From an optimization exercise on the open Yosys and OpenROAD flow, aimed at small area; shortcuts taken in it are not production practice.
RTL that was checked went through simulation tests only; none was proved equivalent to the original.
No activity file was given, so power comes from the tool's default toggle rates.

==> inputs of v26 <==
## agc_stream
module agc_stream #(
  parameter int          WIN_LOG2 = 10,
  parameter logic [15:0] GAIN_MIN = 16'h0010,
  parameter logic [15:0] GAIN_MAX = 16'h4000
) (
  input  logic        clk,
  input  logic        reset_n,
  input  logic        ce,
  input  logic [31:0] tdata_s,
  input  logic        tvalid_s,
  output logic        tready_s,
  output logic [31:0] tdata_m,
  output logic        tvalid_m,
  input  logic        tready_m,
  input  logic [31:0] haddr_s,
  input  logic [2:0]  hburst_s,
  input  logic [2:0]  hsize_s,
  input  logic [1:0]  htrans_s,
  input  logic [31:0] hwdata_s,
  input  logic        hwrite_s,
  input  logic        hsel_s,
  output logic [31:0] hrdata_s,
  output logic        hreadyout_s,
  output logic        hresp_s,
  output logic        irq
);
Settings: LEC_CHECK=0, CAP_MARGIN=10, CORE_MARGIN=2, CORE_UTILIZATION=55, SLEW_MARGIN=10, SYNTH_HIERARCHICAL=1; clock period 9.0 ns.
standard.sh (not shown) runs the stock make flow with config.mk's settings and CLKGATE_MAP_FILE= SYNTH_SCRIPT=/design/flow/synth_recipe.tcl, a recipe that flattens the netlist after the stock synthesis.
==> flow/flow/run.sh <==
#!/bin/bash
# The standard layout (standard.sh), with plain buf_1 cells as the port buffers
# instead of the weakest-drive delay buffer that buffer_ports picks by default.
set -euo pipefail
export BUFFER_PORTS_ARGS="-buffer_cell sky130_fd_sc_hd__buf_1"
bash standard.sh > standard.log 2>&1
==> inputs of v27, as changes to v26 <==
--- a/flow/design.v
+++ b/flow/design.v
@@ -109,14 +109,16 @@
   agc_gt16 u_cqp (.a(w_kq), .b(r_peak), .gt(w_cqp));    
   assign w_sel_i = w_ciq & w_cip;
   assign w_sel_q = !w_ciq & w_cqp;
   assign w_sel_p = !w_sel_i & !w_sel_q;
   assign w_max = ({16{w_sel_i}} & w_ki) | ({16{w_sel_q}} & w_kq) | ({16{w_sel_p}} & r_peak);
+  logic [15:0] w_mag_c;
+  assign w_mag_c[0] = r_last_key[0];
   for (gi = 0; gi < 15; gi = gi + 1) begin : g_mag
-    assign w_last_peak[gi] = r_last_key[gi+1] ^ (&r_last_key[gi:0]);
+    agc_ha u_h (.a(r_last_key[gi+1]), .b(w_mag_c[gi]), .s(w_last_peak[gi]), .co(w_mag_c[gi+1]));
   end
-  assign w_last_peak[15] = &r_last_key;
+  assign w_last_peak[15] = w_mag_c[15];
   logic [15:0] w_dn_s, w_dn_c, w_up_s, w_up_c;
   logic        w_dn, w_up;
   assign w_dn_s = w_last_peak ^ ~r_target ^ ~r_hyst;
   assign w_dn_c = (w_last_peak & ~r_target) | (w_last_peak & ~r_hyst) | (~r_target & ~r_hyst);
   assign w_up_s = r_target ^ ~w_last_peak ^ ~r_hyst;
@@ -232,28 +234,38 @@
   end
   logic [7:0] w_rsel;
   for (gi = 0; gi < 8; gi = gi + 1) begin : g_rsel
     assign w_rsel[gi] = (r_addr == gi);
   end
-  for (gi = 0; gi < 16; gi = gi + 1) begin : g_rd
+  for (gi = 0; gi < 2; gi = gi + 1) begin : g_rd8
     agc_ao8 u_ao (.s(w_rsel),
                   .d({r_sat[gi], w_last_peak[gi], r_gain[gi], r_man[gi], r_step[gi],
-                      r_hyst[gi], r_target[gi], (gi < 2) ? r_ctrl[gi % 2] : 1'b0}),
+                      r_hyst[gi], r_target[gi], r_ctrl[gi]}),
+                  .y(hrdata_s[gi]));
+  end
+  for (gi = 2; gi < 16; gi = gi + 1) begin : g_rd7
+    agc_ao7 u_ao (.s(w_rsel[7:1]),
+                  .d({r_sat[gi], w_last_peak[gi], r_gain[gi], r_man[gi], r_step[gi],
+                      r_hyst[gi], r_target[gi]}),
                   .y(hrdata_s[gi]));
   end
   assign hrdata_s[31:16] = r_sat[31:16] & {16{w_rsel[7]}};
 endmodule
 module agc_pre32 (
   input  logic [31:0] a,
   output logic [31:0] p
 );
   genvar gi;
   assign p[0] = 1'b1;
-  for (gi = 1; gi < 32; gi = gi + 1) begin : g_p
-    assign p[gi] = p[gi-1] & a[gi-1];
+  assign p[1] = a[0];
+  for (gi = 2; gi < 32; gi = gi + 1) begin : g_p
+    agc_and2 u_a (.a(p[gi-1]), .b(a[gi-1]), .y(p[gi]));
   end
 endmodule
+module agc_and2 (input logic a, input logic b, output logic y);
+  assign y = a & b;
+endmodule
 module agc_gt16 (
   input  logic [15:0] a,
   input  logic [15:0] b,
   output logic        gt
 );
@@ -271,11 +283,33 @@
 module agc_ao8 (
   input  logic [7:0] s,
   input  logic [7:0] d,
   output logic       y
 );
-  assign y = |(s & d);
+  logic [2:0] t;
+  agc_aoi3 u_a (.a0(s[0]), .b0(d[0]), .a1(s[1]), .b1(d[1]), .a2(s[2]), .b2(d[2]), .y(t[0]));
+  agc_aoi3 u_b (.a0(s[3]), .b0(d[3]), .a1(s[4]), .b1(d[4]), .a2(s[5]), .b2(d[5]), .y(t[1]));
+  agc_aoi2 u_c (.a0(s[6]), .b0(d[6]), .a1(s[7]), .b1(d[7]), .y(t[2]));
+  assign y = ~&t;
+endmodule
+module agc_ao7 (
+  input  logic [6:0] s,
+  input  logic [6:0] d,
+  output logic       y
+);
+  logic [2:0] t;
+  agc_aoi3 u_a (.a0(s[0]), .b0(d[0]), .a1(s[1]), .b1(d[1]), .a2(s[2]), .b2(d[2]), .y(t[0]));
+  agc_aoi3 u_b (.a0(s[3]), .b0(d[3]), .a1(s[4]), .b1(d[4]), .a2(s[5]), .b2(d[5]), .y(t[1]));
+  assign t[2] = ~(s[6] & d[6]);
+  assign y = ~&t;
+endmodule
+module agc_aoi3 (input logic a0, input logic b0, input logic a1, input logic b1,
+                 input logic a2, input logic b2, output logic y);
+  assign y = ~((a0 & b0) | (a1 & b1) | (a2 & b2));
+endmodule
+module agc_aoi2 (input logic a0, input logic b0, input logic a1, input logic b1, output logic y);
+  assign y = ~((a0 & b0) | (a1 & b1));
 endmodule
 module agc_fa (input logic a, input logic b, input logic c, output logic s, output logic co);
   assign s  = a ^ b ^ c;
   assign co = (a & b) | (a & c) | (b & c);
 endmodule
Settings changed: CORE_UTILIZATION 55 to 45.
==> comparison table <==
| item | v26 | v27 |
|---|---|---|
| Proportion of cell area occupied by registers | 0.1707 | 0.1699 |
| Met3 layer usage reported by global route | 0.08814 | 0.07331 |
| Result of the run | no timing/DRC/antenna violations | no timing/DRC/antenna violations |
| Die outline width | 206.3 um | 227.2 um |
| Total placed cells including tap cells | 3055 | 3141 |
| Worst ir drop on vdd | 0.3098 mV | 0.2901 mV |
| Share of the synthesized area in compound gates (AO/OA/AOI/OAI) | 0.2240 | 0.2228 |
| Register-to-Register Path Depth | 23 | 22 |
| Final clock-cell share | 0.02316 | 0.02576 |
| Final HPWL from detailed placement | 56.47 mm | 54.02 mm |
| Total routed wirelength | 77.79 mm | 75.05 mm |
| Final period util | 0.9345 | 0.9113 |
| Maximum number of pins on one net before global-route repair | 70 | 86 |
| Area after DPL | 0.02416 sq mm | 0.02420 sq mm |
The RTL of v27 was laid out without a check of its function.

========
==> inputs of run R <==
Another version of the RTL of agc_stream (not shown whole).
export LEC_CHECK = 0
export CAP_MARGIN = 10
export CORE_MARGIN = 2
export CORE_UTILIZATION = 55
export CTS_BUF_LIST = sky130_fd_sc_hd__clkbuf_8
export SLEW_MARGIN = 10
export SYNTH_HIERARCHICAL = 1
create_clock -name core_clock -period 9.0 [get_ports {clk}]
Scripts as last shown in full above: flow/flow/run.sh
==> inputs of run C, as changes to run R <==
--- a/flow/design.v
+++ b/flow/design.v
@@ -60,11 +60,11 @@
   logic [15:0] r_target;
   logic [15:0] r_hyst;
   logic [15:0] r_step;
   logic [15:0] r_man;
   logic [15:0] r_gain;
-  logic [15:0] r_last_key;     
+  logic [15:0] r_last_peak;
   logic [15:0] r_peak;         
   logic [31:0] r_sat;
   logic [WIN_LOG2-1:0] r_cnt;
   logic        r_win_end;
   logic        r_irq;
@@ -98,31 +98,26 @@
   assign w_wrap = w_acc & (&r_cnt);
   logic [15:0] w_gain_n;
   assign w_gain_n = ~r_gain;
   agc_lane u_li (.x(tdata_s[15:0]),  .g(r_gain), .gn(w_gain_n), .y(w_oi), .sat(w_si));
   agc_lane u_lq (.x(tdata_s[31:16]), .g(r_gain), .gn(w_gain_n), .y(w_oq), .sat(w_sq));
-  logic [15:0] w_ki, w_kq, w_max, w_last_peak;
-  logic        w_cip, w_ciq, w_cqp, w_sel_i, w_sel_q, w_sel_p;
-  assign w_ki  = {tdata_s[14:0]  ^ {15{tdata_s[15]}}, tdata_s[15]};
-  assign w_kq  = {tdata_s[30:16] ^ {15{tdata_s[31]}}, tdata_s[31]};
-  agc_gt16 u_ciq (.a(w_ki), .b(w_kq),   .gt(w_ciq));    
-  agc_gt16 u_cip (.a(w_ki), .b(r_peak), .gt(w_cip));    
-  agc_gt16 u_cqp (.a(w_kq), .b(r_peak), .gt(w_cqp));    
-  assign w_sel_i = w_ciq & w_cip;
-  assign w_sel_q = !w_ciq & w_cqp;
-  assign w_sel_p = !w_sel_i & !w_sel_q;
-  assign w_max = ({16{w_sel_i}} & w_ki) | ({16{w_sel_q}} & w_kq) | ({16{w_sel_p}} & r_peak);
+  logic [15:0] w_ki, w_kq, w_km, w_pk;
+  logic [15:0] w_pk_mag;
+  assign w_ki = {tdata_s[14:0]  ^ {15{tdata_s[15]}}, tdata_s[15]};
+  assign w_kq = {tdata_s[30:16] ^ {15{tdata_s[31]}}, tdata_s[31]};
+  assign w_km = carry16(w_ki, ~w_kq, 1'b0) ? w_ki : w_kq;      
+  assign w_pk = carry16(w_km, ~r_peak, 1'b0) ? w_km : r_peak;   
   for (gi = 0; gi < 15; gi = gi + 1) begin : g_mag
-    assign w_last_peak[gi] = r_last_key[gi+1] ^ (&r_last_key[gi:0]);
+    assign w_pk_mag[gi] = w_pk[gi+1] ^ (&w_pk[gi:0]);
   end
-  assign w_last_peak[15] = &r_last_key;
+  assign w_pk_mag[15] = &w_pk;
   logic [15:0] w_dn_s, w_dn_c, w_up_s, w_up_c;
   logic        w_dn, w_up;
-  assign w_dn_s = w_last_peak ^ ~r_target ^ ~r_hyst;
-  assign w_dn_c = (w_last_peak & ~r_target) | (w_last_peak & ~r_hyst) | (~r_target & ~r_hyst);
-  assign w_up_s = r_target ^ ~w_last_peak ^ ~r_hyst;
-  assign w_up_c = (r_target & ~w_last_peak) | (r_target & ~r_hyst) | (~w_last_peak & ~r_hyst);
+  assign w_dn_s = r_last_peak ^ ~r_target ^ ~r_hyst;
+  assign w_dn_c = (r_last_peak & ~r_target) | (r_last_peak & ~r_hyst) | (~r_target & ~r_hyst);
+  assign w_up_s = r_target ^ ~r_last_peak ^ ~r_hyst;
+  assign w_up_c = (r_target & ~r_last_peak) | (r_target & ~r_hyst) | (~r_last_peak & ~r_hyst);
   function automatic logic csa_b17(input logic [15:0] s, input logic [15:0] c);
     logic k;
     integer i;
     k = s[0];
     for (i = 1; i < 16; i = i + 1) k = (s[i] & c[i-1]) | ((s[i] | c[i-1]) & k);
@@ -168,21 +163,21 @@
   end
   always_ff @(posedge clk) begin
     if (!reset_n) begin
       r_cnt       <= '0;
       r_peak      <= 16'd0;
-      r_last_key  <= 16'd0;
+      r_last_peak <= 16'd0;
     end else if (w_wr_ctrl) begin
       r_cnt  <= '0;
       r_peak <= 16'd0;
     end else if (w_acc) begin
       r_cnt <= r_cnt ^ w_cnt_pre;
       if (&r_cnt) begin
         r_peak      <= 16'd0;
-        r_last_key  <= w_max;
+        r_last_peak <= w_pk_mag;
       end else begin
-        r_peak <= w_max;
+        r_peak <= w_pk;
       end
     end
   end
   always_ff @(posedge clk) begin
     if (!reset_n) begin
@@ -228,21 +223,22 @@
     end else if (ce & tready_s) begin
       r_tvalid <= tvalid_s;
     end
     if (w_acc) r_tdata <= {w_oq, w_oi};
   end
-  logic [7:0] w_rsel;
-  for (gi = 0; gi < 8; gi = gi + 1) begin : g_rsel
-    assign w_rsel[gi] = (r_addr == gi);
-  end
-  for (gi = 0; gi < 16; gi = gi + 1) begin : g_rd
-    agc_ao8 u_ao (.s(w_rsel),
-                  .d({r_sat[gi], w_last_peak[gi], r_gain[gi], r_man[gi], r_step[gi],
-                      r_hyst[gi], r_target[gi], (gi < 2) ? r_ctrl[gi % 2] : 1'b0}),
-                  .y(hrdata_s[gi]));
+  always_comb begin
+    unique case (r_addr)
+      A_CTRL: hrdata_s = {30'd0, r_ctrl};
+      A_TGT:  hrdata_s = {16'd0, r_target};
+      A_HYST: hrdata_s = {16'd0, r_hyst};
+      A_STEP: hrdata_s = {16'd0, r_step};
+      A_MAN:  hrdata_s = {16'd0, r_man};
+      A_CUR:  hrdata_s = {16'd0, r_gain};
+      A_PEAK: hrdata_s = {16'd0, r_last_peak};
+      default: hrdata_s = r_sat;
+    endcase
   end
-  assign hrdata_s[31:16] = r_sat[31:16] & {16{w_rsel[7]}};
 endmodule
 module agc_pre32 (
   input  logic [31:0] a,
   output logic [31:0] p
 );
@@ -250,33 +246,10 @@
   assign p[0] = 1'b1;
   for (gi = 1; gi < 32; gi = gi + 1) begin : g_p
     assign p[gi] = p[gi-1] & a[gi-1];
   end
 endmodule
-module agc_gt16 (
-  input  logic [15:0] a,
-  input  logic [15:0] b,
-  output logic        gt
-);
-  logic [16:0] c;
-  genvar gi;
-  assign c[0] = 1'b0;
-  for (gi = 0; gi < 16; gi = gi + 1) begin : g_c
-    agc_maj u_m (.a(a[gi]), .b(~b[gi]), .c(c[gi]), .y(c[gi+1]));
-  end
-  assign gt = c[16];
-endmodule
-module agc_maj (input logic a, input logic b, input logic c, output logic y);
-  assign y = (a & b) | (a & c) | (b & c);
-endmodule
-module agc_ao8 (
-  input  logic [7:0] s,
-  input  logic [7:0] d,
-  output logic       y
-);
-  assign y = |(s & d);
-endmodule
 module agc_fa (input logic a, input logic b, input logic c, output logic s, output logic co);
   assign s  = a ^ b ^ c;
   assign co = (a & b) | (a & c) | (b & c);
 endmodule
 module agc_ha (input logic a, input logic b, output logic s, output logic co);
==> flow/run.sh (new file) <==
#!/bin/bash
# synth_recipe.tcl (not shown) runs the flow's synth.tcl, then flattens the netlist and writes it again
# the make line also repeats each setting of config.mk as NAME=value (left out here)
make -C /OpenROAD-flow-scripts/flow DESIGN_CONFIG=/design/flow/config.mk WORK_HOME=/design/flow/orfs CLKGATE_MAP_FILE= SYNTH_SCRIPT=/design/flow/synth_recipe.tcl finish
==> flow/config.mk (replaced) <==
export PLATFORM = sky130hd
export DESIGN_NAME = agc_stream
export DESIGN_NICKNAME = agc_stream
export VERILOG_FILES = /design/flow/design.v
export SDC_FILE = /design/flow/constraint.sdc
export NUM_CORES = 4
export LEC_CHECK = 0
export CAP_MARGIN = 20
export CORE_MARGIN = 2
export CORE_UTILIZATION = 40
export SLEW_MARGIN = 20
export SYNTH_HIERARCHICAL = 1
removed: flow/flow/run.sh
removed: flow/standard.sh
==> impl_results.md <==
* Met3 Usage GRT at 3.872%
* Worst-Margin Slew at 1.084 ns
* Crit path required time at 9.37 ns
* Antenna Cells at 0
* Final period utilization at 88.97%
* Fraction of area in multi-input gates at 69.14%
* Outcome: no timing/DRC/antenna violations
* Met1 usage at 32.79%
* Die ar. at 63,620 um^2
* Hold Path Sink: r_hyst[6]$_SDFFE_PN0P_
* R2R Setup Slk at 1.18 ns
* Simple-gate portion of the synthesized area at 13.61%
[end of results for run C]
==> impl_results.md <==
* Fraction of area in multi-input gates at 72.33%
* #FFs+latches synth at 195
* Crit path required time at 9.47 ns
* Met1 usage at 44.09%
* Final period utilization at 88.64%
* Outcome: no timing/DRC/antenna violations
* CORE AREA at 42,980 um^2
* Hold Path Sink: r_cnt[5]$_SDFFE_PP0P_
* Worst-Margin Slew at 1.383 ns
* Hold path startpoint: r_cnt[5]$_SDFFE_PP0P_
* Overall power at 5521 uW
* Largest cells by area after synthesis: fa_1 21%, dfxtp_1 14%, xor2_1 12%, ha_1 7.8%, o22ai_1 6.5%
* Simple-gate portion of the synthesized area at 13.25%
* Max Buffers Root-to-Sink at 2
* Met3 Usage GRT at 5.480%
* Die ar. at 45,060 um^2
* Mapped cell area at 23,860 um^2
[end of results for run R]

static timing again, ports no longer ideal:
The results above use ideal ports. As a check the final layouts listed here were re-extracted and re-timed, cells and wires unchanged.
Step 1 sets driving cells, clkbuf_16 on the clock port and buf_2 on the other inputs (assumed; they add their load-dependent delay and slew).
Step 2 moves the port delays by t, midway between the first and last clock arrival at a register: inputs arrive t later, outputs are due t later. That takes back most of the time a late clock gives input paths.
a / b / c = ideal / step 1 / step 2; a / b = the first two.
| run | t (ns) | setup slack, ns | worst slew at a driven data input, ns |
|---|---|---|---|
| v26 | 0.550 | 0.589 / 0.621 / 0.071 | 0.09 |
| v27 | 0.548 | 0.798 / 0.830 / 0.283 | 0.11 |
| run R | 0.621 | 1.022 / 1.022 / 0.694 | 0.10 |
| run C | 0.547 | 0.993 / 1.024 / 0.477 | 0.10 |
After both steps setup and hold are still met in every run listed. For v26, which loses most, drivers alone change the setup slack by +0.032 ns; drivers and shift together by -0.518 ns.
